From an optimization exercise on the open Yosys and OpenROAD flow, aimed at small area, a short achievable clock period and few clock cycles per item; shortcuts taken in it are not production practice. Function was checked by simulation only, so behaviour that the tests miss may differ from the original. No activity file was given, so power comes from the tool's default toggle rates.

==> flow/design.v <==
`timescale 1ns / 1ps
package oult_pkg;
  localparam int ValueW = 32;
  localparam int PosW   = 5;
  localparam int CountW = 5;
  typedef enum logic [1:0] {
    CMD_LOOKUP = 2'd0,
    CMD_INSERT = 2'd1,
    CMD_REMOVE = 2'd2,
    CMD_SPARE  = 2'd3
  } cmd_t;
  typedef enum logic [2:0] {
    STAT_OK       = 3'd0,
    STAT_RANGE    = 3'd1,
    STAT_DUP      = 3'd2,
    STAT_NOTFOUND = 3'd3,
    STAT_FULL     = 3'd4
  } status_t;
endpackage
`timescale 1ns / 1ps
module oult_cell (
  input  logic                          clk,
  input  logic                          load,
  input  logic [oult_pkg::ValueW-1:0]   wr_val,
  input  logic [oult_pkg::ValueW-1:0]   key,
  output logic                          eq
);
  logic [oult_pkg::ValueW-1:0] entry_r;
  always_ff @(posedge clk) begin
    if (load) entry_r <= wr_val;
  end
  assign eq = (entry_r == key);
endmodule
`timescale 1ns / 1ps
module ordered_unique_list_table #(
  parameter int CAPACITY = 16
) (
  input  logic        clk,
  input  logic        rst_n,
  input  logic        in_tvalid,
  output logic        in_tready,
  input  logic [39:0] in_tdata,    
  output logic        out_tvalid,
  input  logic        out_tready,
  output logic [15:0] out_tdata    
);
  localparam int CW   = $clog2(CAPACITY + 1);
  localparam int PW   = oult_pkg::PosW + 1;
  localparam int OUTQ = 3;
  localparam int OW   = $clog2(OUTQ + 1);
  localparam int RW   = 4 + oult_pkg::CountW;    
  logic [CAPACITY-1:0] valid_r;
  logic [CW-1:0]       count_r;
  logic                vld2_r;
  logic                ins2_r;      
  logic                rem2_r;      
  logic                bad2_r;      
  logic                ok2_r;       
  logic [CAPACITY-1:0] hit2_r;
  logic                pres2_r;     
  logic [CAPACITY-1:0] park2_r;     
  logic [CAPACITY-1:0] spare_r;
  logic [OUTQ-1:0]     qv_r;
  logic [RW-1:0]       qd_r [OUTQ];
  logic [OW-1:0]       outst_r;     
  logic                rdy_r;
  logic                        in_acc;
  logic [1:0]                  in_cmd;
  logic [oult_pkg::PosW-1:0]   in_pos;
  logic [oult_pkg::ValueW-1:0] in_val;
  assign in_tready = rdy_r;
  assign in_acc    = in_tvalid && rdy_r;
  assign in_cmd    = in_tdata[1:0];
  assign in_pos    = in_tdata[6:2];
  assign in_val    = in_tdata[38:7];
  logic                present;
  logic                full;
  logic                do_ins;
  logic                do_rem;
  logic [CAPACITY-1:0] ins_k;
  logic [CAPACITY-1:0] rem_k;
  logic [CW-1:0]       count_nxt;
  logic [2:0]          status;
  assign present = pres2_r;
  assign full    = count_r[CW-1];    
  assign do_ins  = vld2_r && ok2_r && !present;
  assign do_rem  = vld2_r && rem2_r && present;
  assign ins_k   = park2_r & {CAPACITY{do_ins}};
  assign rem_k   = hit2_r & {CAPACITY{vld2_r && rem2_r}};
  assign count_nxt = do_ins ? count_r + CW'(1) : do_rem ? count_r - CW'(1) : count_r;
  always_comb begin
    if (ins2_r) begin
      if (bad2_r)       status = oult_pkg::STAT_RANGE;
      else if (present) status = oult_pkg::STAT_DUP;
      else if (full)    status = oult_pkg::STAT_FULL;
      else              status = oult_pkg::STAT_OK;
    end else begin
      status = present ? oult_pkg::STAT_OK : oult_pkg::STAT_NOTFOUND;
    end
  end
  logic [CAPACITY-1:0] valid_nxt;
  assign valid_nxt = (valid_r & ~rem_k) | ins_k;
  logic                no_spare;
  logic                parked2;
  logic [CAPACITY-1:0] park_nxt;
  assign no_spare = ~|spare_r;
  assign parked2  = |park2_r;
  assign park_nxt = spare_r |
                    ({CAPACITY{no_spare}} & (parked2 ? park2_r & {CAPACITY{!do_ins}} : rem_k));
  logic [CAPACITY-1:0] cand;
  logic [CAPACITY-1:0] first_c;
  logic                none_c;
  logic [CAPACITY-1:0] spare_nxt;
  assign cand   = ~valid_r & ~spare_r & ~park2_r;
  assign none_c = ~|cand;
  localparam int NG = CAPACITY / 4;
  logic [NG-1:0] grp_any;
  always_comb begin
    for (int g = 0; g < NG; g++) grp_any[g] = |cand[4*g +: 4];
    for (int k = 0; k < CAPACITY; k++) begin
      logic lower_grp, lower_in;
      lower_grp = 1'b0;
      for (int g = 0; g < NG; g++) if (g < k / 4) lower_grp = lower_grp | grp_any[g];
      lower_in = 1'b0;
      for (int j = 0; j < 4; j++) if (4 * (k / 4) + j < k) lower_in = lower_in | cand[4 * (k / 4) + j];
      first_c[k] = cand[k] && !lower_in && !lower_grp;
    end
  end
  assign spare_nxt = no_spare            ? (parked2 ? rem_k : '0) :
                     !none_c             ? first_c :
                     (parked2 && !do_ins) ? park2_r : rem_k;
  logic [CAPACITY-1:0] eq_k;
  for (genvar k = 0; k < CAPACITY; k++) begin : g_slot
    oult_cell u_cell (
      .clk    (clk),
      .load   (park_nxt[k]),
      .wr_val (in_val),
      .key    (in_val),
      .eq     (eq_k[k])
    );
  end
  logic [CAPACITY-1:0] hit_nxt;
  assign hit_nxt = eq_k & valid_nxt;
  localparam int NC = CAPACITY + 2;    
  logic [NC-1:0] pos_gt;                
  logic [NC-1:0] cnt_is;                
  logic          gt_inc, gt_same, gt_dec;
  logic          bad_nxt, full_nxt;
  always_comb begin
    for (int c = 0; c < NC; c++) begin
      pos_gt[c] = PW'(in_pos) > PW'(c);
      cnt_is[c] = PW'(count_r) == PW'(c);
    end
  end
  assign gt_same = |(pos_gt & cnt_is);
  assign gt_inc  = |(pos_gt & {cnt_is[NC-2:0], 1'b0});    
  assign gt_dec  = |(pos_gt & {1'b0, cnt_is[NC-1:1]});    
  assign bad_nxt  = do_ins ? gt_inc : do_rem ? gt_dec : gt_same;
  assign full_nxt = do_ins ? (count_r == CW'(CAPACITY - 1)) : do_rem ? 1'b0 : full;
  logic          push;
  logic [RW-1:0] res;
  assign push = vld2_r;
  assign res  = {count_nxt[oult_pkg::CountW-1:0], present, status};
  logic [OUTQ-1:0] qv_pop, qv_hold;
  logic [RW-1:0]   qd_pop [OUTQ];
  logic [RW-1:0]   qd_hold [OUTQ];
  always_comb begin
    for (int i = 0; i < OUTQ; i++) begin
      logic above, below, tgt_p, tgt_h;
      above = (i + 1 < OUTQ) ? qv_r[(i + 1) % OUTQ] : 1'b0;
      below = (i == 0) ? 1'b1 : qv_r[(i + OUTQ - 1) % OUTQ];
      tgt_h      = push && !qv_r[i] && below;
      qv_hold[i] = qv_r[i] || tgt_h;
      qd_hold[i] = tgt_h ? res : qd_r[i];
      tgt_p     = push && qv_r[i] && !above;
      qv_pop[i] = above || tgt_p;
      if (tgt_p)          qd_pop[i] = res;
      else if (i + 1 < OUTQ) qd_pop[i] = qd_r[(i + 1) % OUTQ];
      else                qd_pop[i] = qd_r[i];
    end
  end
  logic [OW-1:0] outst_pop, outst_hold;
  assign outst_pop  = in_acc ? outst_r : outst_r - OW'(1);
  assign outst_hold = in_acc ? outst_r + OW'(1) : outst_r;
  logic pop_sel;
  assign pop_sel = out_tready && qv_r[0];
  always_ff @(posedge clk) begin
    if (!rst_n) begin
      valid_r <= '0;
      count_r <= '0;
      spare_r <= CAPACITY'(1);
      vld2_r  <= 1'b0;
      qv_r    <= '0;
      outst_r <= '0;
      rdy_r   <= 1'b1;
    end else begin
      valid_r <= valid_nxt;
      count_r <= count_nxt;
      spare_r <= spare_nxt;
      vld2_r  <= in_acc;
      qv_r    <= pop_sel ? qv_pop : qv_hold;
      outst_r <= pop_sel ? outst_pop : outst_hold;
      rdy_r   <= pop_sel ? (outst_pop < OW'(OUTQ)) : (outst_hold < OW'(OUTQ));
    end
  end
  always_ff @(posedge clk) begin
    ins2_r  <= in_cmd == oult_pkg::CMD_INSERT;
    rem2_r  <= in_cmd == oult_pkg::CMD_REMOVE;
    bad2_r  <= bad_nxt;
    ok2_r   <= in_cmd == oult_pkg::CMD_INSERT && !bad_nxt && !full_nxt;
    hit2_r  <= hit_nxt;
    pres2_r <= |hit_nxt;
    park2_r <= park_nxt;
    for (int i = 0; i < OUTQ; i++) qd_r[i] <= pop_sel ? qd_pop[i] : qd_hold[i];
  end
  assign out_tvalid = qv_r[0];
  assign out_tdata  = {7'd0, qd_r[0]};
endmodule
make LEC_CHECK=0 CAP_MARGIN=20 CORE_MARGIN=2 CORE_UTILIZATION=60 CTS_CLUSTER_DIAMETER=80 CTS_CLUSTER_SIZE=25 SETUP_SLACK_MARGIN=2.2 SLEW_MARGIN=20 finish   # period 4.5 ns
run.sh (not shown) runs the stock make flow with config.mk's settings and CLKGATE_MAP_FILE= SYNTH_SCRIPT=/design/flow/synth_recipe.tcl, a recipe that flattens the netlist after the stock synthesis.
The first run completed with no timing, DRC or antenna violations.
Testbench counts at the start, summed over its fixed seeds: cycles 12,016, items 12,000.
==> next run, changes <==
--- a/flow/design.v
+++ b/flow/design.v
@@ -58,10 +58,12 @@
   logic                ok2_r;       
   logic [CAPACITY-1:0] hit2_r;
   logic                pres2_r;     
   logic [CAPACITY-1:0] park2_r;     
   logic [CAPACITY-1:0] spare_r;
+  logic                no_spare_r;   
+  logic                parked2_r;    
   logic [OUTQ-1:0]     qv_r;
   logic [RW-1:0]       qd_r [OUTQ];
   logic [OW-1:0]       outst_r;     
   logic                rdy_r;
   logic                        in_acc;
@@ -101,12 +103,12 @@
   logic [CAPACITY-1:0] valid_nxt;
   assign valid_nxt = (valid_r & ~rem_k) | ins_k;
   logic                no_spare;
   logic                parked2;
   logic [CAPACITY-1:0] park_nxt;
-  assign no_spare = ~|spare_r;
-  assign parked2  = |park2_r;
+  assign no_spare = no_spare_r;
+  assign parked2  = parked2_r;
   assign park_nxt = spare_r |
                     ({CAPACITY{no_spare}} & (parked2 ? park2_r & {CAPACITY{!do_ins}} : rem_k));
   logic [CAPACITY-1:0] cand;
   logic [CAPACITY-1:0] first_c;
   logic                none_c;
@@ -127,10 +129,17 @@
     end
   end
   assign spare_nxt = no_spare            ? (parked2 ? rem_k : '0) :
                      !none_c             ? first_c :
                      (parked2 && !do_ins) ? park2_r : rem_k;
+  logic rem_any;
+  logic no_spare_nxt;
+  logic parked_nxt;
+  assign rem_any      = vld2_r && rem2_r && present;
+  assign no_spare_nxt = no_spare ? !(parked2 && rem_any) :
+                        none_c && !(parked2 && !do_ins) && !rem_any;
+  assign parked_nxt   = !no_spare || (parked2 ? !do_ins : rem_any);
   logic [CAPACITY-1:0] eq_k;
   for (genvar k = 0; k < CAPACITY; k++) begin : g_slot
     oult_cell u_cell (
       .clk    (clk),
       .load   (park_nxt[k]),
@@ -187,18 +196,22 @@
   always_ff @(posedge clk) begin
     if (!rst_n) begin
       valid_r <= '0;
       count_r <= '0;
       spare_r <= CAPACITY'(1);
+      no_spare_r <= 1'b0;
+      parked2_r  <= 1'b0;
       vld2_r  <= 1'b0;
       qv_r    <= '0;
       outst_r <= '0;
       rdy_r   <= 1'b1;
     end else begin
       valid_r <= valid_nxt;
       count_r <= count_nxt;
       spare_r <= spare_nxt;
+      no_spare_r <= no_spare_nxt;
+      parked2_r  <= parked_nxt;
       vld2_r  <= in_acc;
       qv_r    <= pop_sel ? qv_pop : qv_hold;
       outst_r <= pop_sel ? outst_pop : outst_hold;
       rdy_r   <= pop_sel ? (outst_pop < OW'(OUTQ)) : (outst_hold < OW'(OUTQ));
     end
Effect:
- The new run completed without violations
- die area grows by 0.41%
- cell area falls by 1.1%
- clock skew barely changes
- count of clock-buffer cells in the layout falls by 3
- sequential share of layout area rises by 0.84 points
- cell count barely changes
- global-route usage falls by 0.87 points
- fmax hardly moves
- power is lower by 29%
- non-clock buffer count grows by 11
- worst setup slack is about the same
- wire length goes down by 5.2%
Testbench counts after the change, summed over its fixed seeds: cycles 12,016, items 12,000.

## static timing again, ports no longer ideal
Ports are ideal in the flow. The routed layouts listed here were re-timed in OpenROAD. Step 1 assumes that a clkbuf_16 drives the clock port and a buf_2 every other input. Step 2 moves the port delays by t, midway between the first and last clock arrival at a register: inputs arrive t later, outputs are due t later. That takes back most of the time a late clock gives input paths. Three values: ideal, step 1, step 2; two values: the first two.
run	t (ns)	setup slack, ns	worst slew at a driven data input, ns	pins driven straight from the clock port
the first run	0.621	2.234 / 2.242 / 1.633	0.04	1
the second run	0.618	2.232 / 2.244 / 1.642	0.05	1
After both steps setup and hold are still met in every run listed. The setup slack of the first run, which loses most, moves by +0.008 ns with the drivers and by -0.601 ns with both steps.
